Context: an optimization exercise on an open-source flow, tuned for small area. The choices shown serve that exercise and are no tape-out recipe. At most, simulation tests tie the RTL to the original design; equivalence was not proved. Power is estimated from default activity; no workload was simulated.

## fjord
==> flow/design.v (excerpt) <==
module vector_unit_top (
    input  logic                  clk_i,
    input  logic                  rst_n_i,
    input  logic                  wb_cyc_i,
    input  logic                  wb_stb_i,
    input  logic                  wb_we_i,
    input  logic [5-1:0] wb_adr_i,
    input  logic [32-1:0] wb_dat_i,
    input  logic [3:0]            wb_sel_i,
    output logic [32-1:0] wb_dat_o,
    output logic                  wb_ack_o
);
Size: about 970 cells after synthesis, roughly 120 flip-flops, ~79 I/O pins.
Settings: LEC_CHECK=0, CAP_MARGIN=20, CORE_MARGIN=2, CORE_UTILIZATION=60, CTS_BUF_LIST=sky130_fd_sc_hd__clkbuf_4 sky130_fd_sc_hd__clkbuf_8, CTS_CLUSTER_DIAMETER=100, CTS_CLUSTER_SIZE=40, PLACE_DENSITY=0.8, SLEW_MARGIN=20; clock period 5.0 ns.
standard.sh (not shown) runs the stock make flow with config.mk's settings and CLKGATE_MAP_FILE= SYNTH_SCRIPT=/design/flow/synth_recipe.tcl, a recipe that flattens the netlist after the stock synthesis.
==> flow/flow/run.sh <==
#!/bin/bash
# Layout flow: the standard ORFS flow, with three changes in how the
# layout is made:
#  - synthesis maps the logic with the ABC script in flow/abc.script (the
#    rest of the synthesis script is ORFS's own, unchanged);
#  - the port buffers are sky130_fd_sc_hd__buf_1 cells;
#  - extra make variables from flow/make_args.txt, one per line.
# Each tool's full output goes to a log file in this folder.
set -euo pipefail
HERE=$PWD
FLOWDIR=$HERE/flow

# Synthesis script: the standard flow's, sourcing ORFS's synth.tcl with the ABC script
# swapped for ours
sed "/source \$::env(SCRIPTS_DIR)\/synth_preamble.tcl/a set abc_args [lreplace \$abc_args 1 1 $FLOWDIR/abc.script]" \
    "$FLOW_HOME/scripts/synth.tcl" > "$HERE/synth_own.tcl"
sed "s|source \$::env(SCRIPTS_DIR)/synth.tcl|source $HERE/synth_own.tcl|" \
    "$HERE/synth_recipe.tcl" > "$HERE/synth_recipe_own.tcl"
grep -q "synth_own.tcl" "$HERE/synth_recipe_own.tcl"
grep -q "abc.script" "$HERE/synth_own.tcl"

args=(SYNTH_SCRIPT="$HERE/synth_recipe_own.tcl"
      "BUFFER_PORTS_ARGS=-buffer_cell sky130_fd_sc_hd__buf_1")
if [[ -f "$FLOWDIR/make_args.txt" ]]; then
    while IFS= read -r line; do
        [[ -n "$line" ]] && args+=("$line")
    done < "$FLOWDIR/make_args.txt"
fi
bash "$HERE/standard.sh" "${args[@]}" finish > "$HERE/standard.log" 2>&1
==> flow/flow/abc.script <==
strash
dch -f
amap -F 3
topo
stime -c
==> flow/flow/make_args.txt <==
ADDER_MAP_FILE=
CTS_ARGS=-sink_clustering_enable -repair_clock_nets -sink_clustering_size 40 -sink_clustering_max_diameter 100 -buf_list {sky130_fd_sc_hd__clkbuf_4 sky130_fd_sc_hd__clkbuf_8} -dont_use_dummy_load
Inputs modified between fjord and raven:
--- a/flow/design.v
+++ b/flow/design.v
@@ -205,16 +205,18 @@
     logic [3:0] fl_q;
     always_ff @(posedge clk_i) begin
         fl_q <= satcl | (r_l & {4{a_vld && rnd}});
     end
     logic [31:0] bb, sum;
     logic [3:0]  cin;
     logic bgate_q, subx_q;
-    assign bgate_q = is_add && b_vld;
-    assign subx_q  = is_add && sub;
+    always_ff @(posedge clk_i) begin
+        bgate_q <= is_add && b_vld;
+        subx_q  <= is_add && sub;
+    end
     assign bb = (opb_q & {32{bgate_q}}) ^ {32{subx_q}};
     always_comb begin
         for (int j = 0; j < 4; j++) begin
             cin[j] = subx_q || (rnd && fl_q[j]);
         end
     end
     logic [7:0] p8 [4], g8 [4];
Results
- In the reports for fjord and raven, the larger maximum operating frequency belongs to raven.
- Count of max-cap constraint violations: fjord vs raven — no meaningful difference
- fjord → raven: worst-case setup margin in the final layout now larger, die area now smaller.
- cl_q[0]$_DFFE_PP_ as the worst setup path endpoint was reported by fjord, and cl_q[2]$_DFFE_PP_ by raven.
- On power in the clock group, raven tracks fjord almost exactly.
- Of fjord and raven, the run reporting the lower cell depth of the worst setup path was raven.
- Relative to fjord, maximum cell stage delay along the critical path has gone up in raven.
- raven: cell depth of the worst flop-to-flop path 3 below fjord
- Of fjord and raven, the run reporting the higher global-route usage was fjord.
No functional check of the RTL was part of any run of this note.

========
The RTL this note starts from:
==> flow/design.v <==
package vector_unit_pkg;
    typedef enum logic [1:0] {
        ESIZE_8  = 2'b00,
        ESIZE_16 = 2'b01
    } esize_t;
    typedef enum logic [3:0] {
        OP_VSRA       = 4'd0,
        OP_RND_VSRA   = 4'd1,
        OP_VSRL       = 4'd2,
        OP_RND_VSRL   = 4'd3,
        OP_VSLL       = 4'd4,
        OP_SAT_VSLL   = 4'd5,
        OP_VSATL_SMPR = 4'd6,
        OP_VSATL_RNDR = 4'd7,
        OP_VADD       = 4'd8,
        OP_VSUB       = 4'd9,
        OP_SAT_VADD   = 4'd10,
        OP_SAT_VSUB   = 4'd11
    } vunit_op_t;
    typedef enum logic [2:0] {
        VSRA, RND_VSRA, VSRL, RND_VSRL, VSLL, SAT_VSLL, VSATL_SMPR, VSATL_RNDR
    } vshift_uops_t;
    typedef enum logic [1:0] {
        VADD, VSUB, SAT_VADD, SAT_VSUB
    } vadd_uops_t;
endpackage : vector_unit_pkg
`timescale 1ns/1ps
module vector_unit_top (
    input  logic                  clk_i,
    input  logic                  rst_n_i,
    input  logic                  wb_cyc_i,
    input  logic                  wb_stb_i,
    input  logic                  wb_we_i,
    input  logic [5-1:0] wb_adr_i,
    input  logic [32-1:0] wb_dat_i,
    input  logic [3:0]            wb_sel_i,
    output logic [32-1:0] wb_dat_o,
    output logic                  wb_ack_o
);
    logic [31:0] opa_q, opb_q, res_q;
    logic [3:0]  op_q;
    logic [1:0]  es_q;
    logic        ovf_q;
    logic        a_vld, b_vld, c_vld, r_vld;
    logic req, a_opa, a_opb, a_ctrl, a_res, a_stat;
    assign req    = wb_cyc_i && wb_stb_i && !wb_ack_o;
    assign a_opa  = (wb_adr_i == 5'h00);
    assign a_opb  = (wb_adr_i == 5'h04);
    assign a_ctrl = (wb_adr_i == 5'h08);
    assign a_res  = (wb_adr_i == 5'h0C);
    assign a_stat = (wb_adr_i == 5'h10);
    logic [31:0] z, res_d;
    logic        ovf_d;
    logic        run, pass2_q;
    logic        wr_opa, wr_opb, wr_ctrl;
    assign wr_opa  = wb_ack_o && wb_we_i && a_opa;
    assign wr_opb  = wb_ack_o && wb_we_i && a_opb;
    assign wr_ctrl = req && wb_we_i && a_ctrl;
    assign run     = wb_ack_o && wb_we_i && a_ctrl && !(op_q[3] && op_q[2]);
    always_ff @(posedge clk_i or negedge rst_n_i) begin
        if (!rst_n_i) begin
            wb_ack_o    <= 1'b0;
            pass2_q     <= 1'b0;
            a_vld       <= 1'b0;
            b_vld       <= 1'b0;
            c_vld       <= 1'b0;
            r_vld       <= 1'b0;
            opb_q[4:0]  <= '0;
        end else begin
            wb_ack_o <= req;
            pass2_q  <= run;
            if (wr_opa)  a_vld <= 1'b1;
            if (wr_opb)  b_vld <= 1'b1;
            if (wr_ctrl) c_vld <= 1'b1;
            if (run)     r_vld <= 1'b1;
            if (wr_opb)  opb_q[4:0] <= wb_dat_i[4:0];
        end
    end
    always_ff @(posedge clk_i) begin
        if (wr_opa) opa_q <= wb_dat_i;
        if (wr_opb) opb_q[31:5] <= wb_dat_i[31:5];
        if (wr_ctrl) begin
            op_q <= wb_dat_i[3:0];
            es_q <= wb_dat_i[5:4];
        end
        if (pass2_q) begin
            res_q <= res_d;
            ovf_q <= ovf_d;
        end else if (run) begin
            res_q <= z & {32{a_vld}};
        end
    end
    always_comb begin
        wb_dat_o = ({32{a_opa  && a_vld}} & opa_q) |
                   ({32{a_opb  && b_vld}} & opb_q) |
                   ({32{a_res  && r_vld}} & res_q) |
                   ({32{a_ctrl && c_vld}} & {26'b0, es_q, op_q}) |
                   ({32{a_stat && r_vld}} & {30'b0, ovf_q, 1'b0});
    end
    logic e8, is_add, neg, left, sat, rnd, logical, sub, satadd;
    assign e8      = (es_q == 2'b00);
    assign is_add  = op_q[3];
    assign neg     = opb_q[4];
    assign left    = !is_add && ((op_q[2:1] == 2'b10) || ((op_q[2:1] == 2'b11) && !neg));
    assign sat     = !is_add && ((op_q[2:0] == 3'd5) || ((op_q[2:1] == 2'b11) && !neg));
    assign rnd     = !is_add && ((op_q[2:0] == 3'd1) || (op_q[2:0] == 3'd3) ||
                                 ((op_q[2:0] == 3'd7) && neg));
    assign logical = (op_q[2:1] == 2'b01);
    assign sub     = op_q[0];
    assign satadd  = is_add && op_q[1];
    logic [3:0] s_pos, s_neg, k_in, k_d, k_q, k;
    logic       k3, kz, left_in;
    assign s_pos   = opb_q[3:0];
    assign s_neg   = 4'd0 - opb_q[3:0];
    assign left_in = !wb_dat_i[3] && ((wb_dat_i[2:1] == 2'b10) ||
                                      ((wb_dat_i[2:1] == 2'b11) && !neg));
    assign k_in    = wb_dat_i[3] ? 4'd0 : ((left_in ^ neg) ? s_neg : s_pos);
    assign k_d     = {k_in[3] && (wb_dat_i[5:4] != 2'b00), k_in[2:0]};
    always_ff @(posedge clk_i) begin
        if (wr_ctrl) k_q <= k_d;
    end
    assign k  = k_q;
    assign k3 = k_q[3];
    assign kz = (k_q == 4'd0);
    logic [7:0] v;
    always_comb begin
        for (int b = 0; b < 8; b++) v[b] = (b + k[2:0] >= 8);
    end
    logic [31:0] y, sh;
    logic [3:0]  lsign;
    always_comb begin
        for (int j = 0; j < 4; j++) begin
            for (int b = 0; b < 8; b++) begin
                y[8*j+b] = opa_q[8*j + ((b + k[2:0]) % 8)];
            end
        end
        for (int j = 0; j < 4; j++) begin
            for (int b = 0; b < 8; b++) begin
                z[8*j+b] = (((v[b] && !e8) ^ k3)) ? y[8*(j^1)+b] : y[8*j+b];
            end
        end
    end
    assign lsign[0] = a_vld && (e8 ? opa_q[7]  : opa_q[15]);
    assign lsign[1] = a_vld && opa_q[15];
    assign lsign[2] = a_vld && (e8 ? opa_q[23] : opa_q[31]);
    assign lsign[3] = a_vld && opa_q[31];
    logic [31:0] x;
    assign x = res_q;
    logic [31:0] u, lostb;
    logic [3:0]  lost_b;
    always_comb begin
        for (int j = 0; j < 4; j++) begin
            for (int b = 0; b < 8; b++) begin
                if (j % 2 == 0) u[8*j+b] = v[b] && (e8 || k3);
                else            u[8*j+b] = v[b] || k3;
            end
        end
        for (int i = 0; i < 32; i++) begin
            if (left) begin
                sh[i]    = (u[i] || kz) && x[i];
                lostb[i] = !u[i] && !kz && x[i];
            end else begin
                sh[i]    = u[i] ? (!logical && lsign[i/8]) : x[i];
                lostb[i] = 1'b0;
            end
        end
        for (int j = 0; j < 4; j++) lost_b[j] = |lostb[8*j +: 8];
    end
    logic [3:0] lost_l, r_l;
    assign lost_l[0] = e8 ? lost_b[0] : (lost_b[0] || lost_b[1]);
    assign lost_l[1] = e8 ? lost_b[1] : (lost_b[0] || lost_b[1]);
    assign lost_l[2] = e8 ? lost_b[2] : (lost_b[2] || lost_b[3]);
    assign lost_l[3] = e8 ? lost_b[3] : (lost_b[2] || lost_b[3]);
    assign r_l[0] = !kz && (e8 ? x[7] : x[15]);
    assign r_l[1] = !kz && x[15];
    assign r_l[2] = !kz && (e8 ? x[23] : x[31]);
    assign r_l[3] = !kz && x[31];
    logic [31:0] bb, sum;
    logic [3:0]  cin;
    assign bb = (opb_q & {32{is_add && b_vld}}) ^ {32{is_add && sub}};
    always_comb begin
        for (int j = 0; j < 4; j++) begin
            cin[j] = is_add ? sub : (rnd && r_l[j]);
        end
    end
    logic [32:0] c;
    always_comb begin
        c[0] = cin[0];
        for (int i = 0; i < 32; i++) begin
            logic ci;
            if (i == 8)       ci = e8 ? cin[1] : c[8];
            else if (i == 16) ci = cin[2];
            else if (i == 24) ci = e8 ? cin[3] : c[24];
            else              ci = c[i];
            sum[i]  = sh[i] ^ bb[i] ^ ci;
            c[i+1]  = (sh[i] & bb[i]) | (ci & (sh[i] ^ bb[i]));
        end
    end
    logic [3:0] amsb, bmsb, smsb, clamp_b, top_b;
    always_comb begin
        for (int j = 0; j < 4; j++) begin
            top_b[j] = e8 || (j % 2 == 1);
            if (j % 2 == 1) begin
                amsb[j] = sh[8*j+7];
                bmsb[j] = bb[8*j+7];
                smsb[j] = sum[8*j+7];
            end else begin
                amsb[j] = e8 ? sh[8*j+7]  : sh[8*j+15];
                bmsb[j] = e8 ? bb[8*j+7]  : bb[8*j+15];
                smsb[j] = e8 ? sum[8*j+7] : sum[8*j+15];
            end
            clamp_b[j] = (satadd && (amsb[j] == bmsb[j]) && (smsb[j] != amsb[j])) ||
                         (sat && (lost_l[j] || smsb[j]));
        end
        for (int i = 0; i < 32; i++) begin
            if (clamp_b[i/8])
                res_d[i] = ((i % 8 == 7) && top_b[i/8]) ? lsign[i/8] : !lsign[i/8];
            else
                res_d[i] = sum[i];
        end
    end
    assign ovf_d = |clamp_b;
endmodule
Settings: LEC_CHECK=0, CAP_MARGIN=20, CORE_MARGIN=2, CORE_UTILIZATION=40, SLEW_MARGIN=20; clock period 5.0 ns.
run.sh (not shown) runs the stock make flow with config.mk's settings and CLKGATE_MAP_FILE= SYNTH_SCRIPT=/design/flow/synth_recipe.tcl, a recipe that flattens the netlist after the stock synthesis.
Stock flow here: none of the scripts above is used.
The baseline produced a layout that fails on negative setup slack.
Edit:
--- a/flow/design.v
+++ b/flow/design.v
@@ -183,19 +183,16 @@
             cin[j] = is_add ? sub : (rnd && r_l[j]);
         end
     end
-    logic [32:0] c;
-    always_comb begin
-        c[0] = cin[0];
-        for (int i = 0; i < 32; i++) begin
-            logic ci;
-            if (i == 8)       ci = e8 ? cin[1] : c[8];
-            else if (i == 16) ci = cin[2];
-            else if (i == 24) ci = e8 ? cin[3] : c[24];
-            else              ci = c[i];
-            sum[i]  = sh[i] ^ bb[i] ^ ci;
-            c[i+1]  = (sh[i] & bb[i]) | (ci & (sh[i] ^ bb[i]));
-        end
-    end
+    logic c8, c16, c24;
+    logic [9:0] t0, t1, t2, t3;
+    assign t0  = {1'b0, sh[7:0], 1'b1}   + {1'b0, bb[7:0], cin[0]};
+    assign c8  = e8 ? cin[1] : t0[9];
+    assign t1  = {1'b0, sh[15:8], 1'b1}  + {1'b0, bb[15:8], c8};
+    assign c16 = cin[2];
+    assign t2  = {1'b0, sh[23:16], 1'b1} + {1'b0, bb[23:16], c16};
+    assign c24 = e8 ? cin[3] : t2[9];
+    assign t3  = {1'b0, sh[31:24], 1'b1} + {1'b0, bb[31:24], c24};
+    assign sum = {t3[8:1], t2[8:1], t1[8:1], t0[8:1]};
     logic [3:0] amsb, bmsb, smsb, clamp_b, top_b;
     always_comb begin
         for (int j = 0; j < 4; j++) begin
The new run ran to the end with violations: negative setup slack.
Routed wire length came out higher by 8.8%.
Via count increases by 16%.
Count of clock-buffer cells in the layout drops by 6.
Setup slack is better by 2.2 ns.
Final cell count increases by 16%.
Utilization is higher by 0.32 points.
Maximum frequency is higher by 42%.
Non-clock buffer count came out higher by 6.
Register-to-register slack improved by 2.2 ns.
Die area climbs by 8.8%.
Final area is higher by 9.0%.
Global-route usage goes down by 0.75 points.
No run of this note included a check of the RTL's function; only the layout flow was run.

========
== the baseline ==
vector_unit_top, a different RTL version from the one above (not shown whole).
Size in the first run: about 930 cells after synthesis, about 79 I/O pins, about 8200 um2 of cells after synthesis.
// vector_unit_top
module vector_unit_top (
    input  logic                  clk_i,
    input  logic                  rst_n_i,
    input  logic                  wb_cyc_i,
    input  logic                  wb_stb_i,
    input  logic                  wb_we_i,
    input  logic [5-1:0] wb_adr_i,
    input  logic [32-1:0] wb_dat_i,
    input  logic [3:0]            wb_sel_i,
    output logic [32-1:0] wb_dat_o,
    output logic                  wb_ack_o
);
    logic [31:0] opa_q, opb_q, res_q;
    logic [3:0]  op_q;
    logic [1:0]  es_q;
    logic [3:0]  cl_q;
    logic        e8r_q;
    logic        a_vld, b_vld, c_vld, r_vld;
    logic req, a_opa, a_opb, a_ctrl, a_res, a_stat;
    assign req    = wb_cyc_i && wb_stb_i && !wb_ack_o;
    assign a_opa  = (wb_adr_i == 5'h00);
    assign a_opb  = (wb_adr_i == 5'h04);
    assign a_ctrl = (wb_adr_i == 5'h08);
    assign a_res  = (wb_adr_i == 5'h0C);
    assign a_stat = (wb_adr_i == 5'h10);
    logic [31:0] z, res_d;
    logic        run, pass2_q;
    logic        wr_opa, wr_opb, wr_ctrl;
    assign wr_opa  = wb_ack_o && wb_we_i && a_opa;
  ...
==> flow/config.mk <==
export PLATFORM = sky130hd
export DESIGN_NAME = vector_unit_top
export DESIGN_NICKNAME = vector_unit_top
export VERILOG_FILES = /design/flow/design.v
export SDC_FILE = /design/flow/constraint.sdc
export NUM_CORES = 4
export LEC_CHECK = 0
export CAP_MARGIN = 20
export CORE_MARGIN = 2
export CORE_UTILIZATION = 50
export CTS_BUF_LIST = sky130_fd_sc_hd__clkbuf_4 sky130_fd_sc_hd__clkbuf_8
export CTS_CLUSTER_DIAMETER = 100
export CTS_CLUSTER_SIZE = 40
export PLACE_DENSITY = 0.7
export SLEW_MARGIN = 20
==> flow/constraint.sdc <==
create_clock -name core_clock -period 5.0 [get_ports {clk_i}]
set_input_delay 1.0000 -clock core_clock [delete_from_list [all_inputs] [get_ports {clk_i}]]
set_output_delay 1.0000 -clock core_clock [all_outputs]
set_load 0.01 [all_outputs]
standard.sh (not shown) runs the stock make flow with config.mk's settings and CLKGATE_MAP_FILE= SYNTH_SCRIPT=/design/flow/synth_recipe.tcl, a recipe that flattens the netlist after the stock synthesis.
Scripts as last shown in full above: flow/flow/run.sh, flow/flow/abc.script, flow/flow/make_args.txt
The following lists how the candidate was set up differently from the baseline:
diff --git a/flow/design.v b/flow/design.v
--- a/flow/design.v
+++ b/flow/design.v
@@ -196,38 +196,37 @@
     assign r_l[1] = !kz && x[15];
     assign r_l[2] = !kz && (e8 ? x[23] : x[31]);
     assign r_l[3] = !kz && x[31];
     logic [3:0] shmsb, satcl;
     assign shmsb[0] = e8 ? sh[7]  : sh[15];
     assign shmsb[1] = sh[15];
     assign shmsb[2] = e8 ? sh[23] : sh[31];
     assign shmsb[3] = sh[31];
     assign satcl    = (lost_l | shmsb) & {4{sat && a_vld}};
-    logic [3:0] lost_q, r_q;
-    always_ff @(posedge clk_i) begin
-        lost_q <= satcl;
-        r_q    <= r_l & {4{a_vld && rnd}};
+    logic [3:0] fl_q;
+    always_ff @(posedge clk_i) begin
+        fl_q <= satcl | (r_l & {4{a_vld && rnd}});
     end
     logic [31:0] bb, sum;
     logic [3:0]  cin;
     logic bgate_q, subx_q;
     always_ff @(posedge clk_i) begin
         bgate_q <= is_add && b_vld;
         subx_q  <= is_add && sub;
     end
     assign bb = (opb_q & {32{bgate_q}}) ^ {32{subx_q}};
     always_comb begin
         for (int j = 0; j < 4; j++) begin
-            cin[j] = subx_q || r_q[j];
+            cin[j] = subx_q || (rnd && fl_q[j]);
         end
     end
     logic [7:0] p8 [4], g8 [4];
-    logic [3:0] bci, bco;
+    logic [3:0] bci, bco, bov;
     always_comb begin
         bci[0] = cin[0];
         bci[1] = e8 ? cin[1] : bco[0];
         bci[2] = cin[2];
         bci[3] = e8 ? cin[3] : bco[2];
     end
     for (genvar j = 0; j < 4; j++) begin : g_byte
         logic [7:0] p, g;
         logic [8:0] c;
@@ -246,34 +245,27 @@
         assign c[2] = g10 | (p10 & c[0]);
         assign c[3] = g[2] | (p[2] & c[2]);
         assign c[4] = g30 | (p30 & c[0]);
         assign c[5] = g[4] | (p[4] & c[4]);
         assign c[6] = g54 | (p54 & c[4]);
         assign c[7] = g[6] | (p[6] & c[6]);
         assign c[8] = g70 | (p70 & c[0]);
         assign sum[8*j +: 8] = p ^ c[7:0];
         assign bco[j] = c[8];
-    end
-    logic [3:0] amsb, bmsb, smsb, clamp_b, top_b;
+        assign bov[j] = c[7] ^ c[8];
+    end
+    logic [3:0] lov, clamp_b, top_b;
     always_comb begin
         for (int j = 0; j < 4; j++) begin
             top_b[j] = e8 || (j % 2 == 1);
-            if (j % 2 == 1) begin
-                amsb[j] = res_q[8*j+7];
-                bmsb[j] = bb[8*j+7];
-                smsb[j] = sum[8*j+7];
-            end else begin
-                amsb[j] = e8 ? res_q[8*j+7]  : res_q[8*j+15];
-                bmsb[j] = e8 ? bb[8*j+7]  : bb[8*j+15];
-                smsb[j] = e8 ? sum[8*j+7] : sum[8*j+15];
-            end
-            clamp_b[j] = (satadd && (amsb[j] == bmsb[j]) && (smsb[j] != amsb[j])) ||
-                         lost_q[j];
+            if (j % 2 == 1) lov[j] = bov[j];
+            else            lov[j] = e8 ? bov[j] : bov[j+1];
+            clamp_b[j] = (satadd && lov[j]) || (sat && fl_q[j]);
         end
         for (int i = 0; i < 32; i++) begin
-            if ((i % 8 == 7) && top_b[i/8] && lost_q[i/8])
+            if ((i % 8 == 7) && top_b[i/8] && sat && fl_q[i/8])
                 res_d[i] = !lsign[i/8];
             else
                 res_d[i] = sum[i];
         end
     end
 endmodule
Findings:
The candidate ended with every stage complete and zero timing, DRC or antenna violations.
The candidate against the baseline: register area went down 2.2%, global-route wire length before repair went up 1800 um, floorplan die width held, layout cell share with drive strength beyond 1 went up 1.1 points, core utilization went up 0.41 points.
When the candidate is measured against the baseline, its final cell area excluding filler cells turns out about 1.1% higher.
For the candidate, only the layout was checked, not whether the RTL still works.

==> what the ideal ports hide <==
No port has a modelled driver above. Below, the same layouts with a new extraction and two added sets of constraints. Step 1: set_driving_cell puts a clkbuf_16 on clk_i and a buf_2 on each other input, an assumption about the parent block. Step 2 adds t to the input delays and takes it off the output delays; t is the mean of the earliest and latest rising clock arrival at the registers after step 1. Input paths then give back, and output paths get back, about the clock's delay inside the block. a / b / c = ideal / step 1 / step 2; a / b = the first two.
run | t (ns) | setup slack, ns | worst slew at a driven data input, ns
fjord | 0.489 | 0.440 / 0.440 / 0.440 | 0.04
raven | 0.485 | 0.552 / 0.552 / 0.552 | 0.03
the first run of note 2 | 0.475 | -2.494 / -2.494 / -2.494 | 0.03
the second run of note 2 | 0.476 | -0.291 / -0.291 / -0.291 | 0.04
the baseline | 0.483 | 0.449 / 0.449 / 0.449 | 0.03
the candidate | 0.501 | 0.535 / 0.535 / 0.535 | 0.04
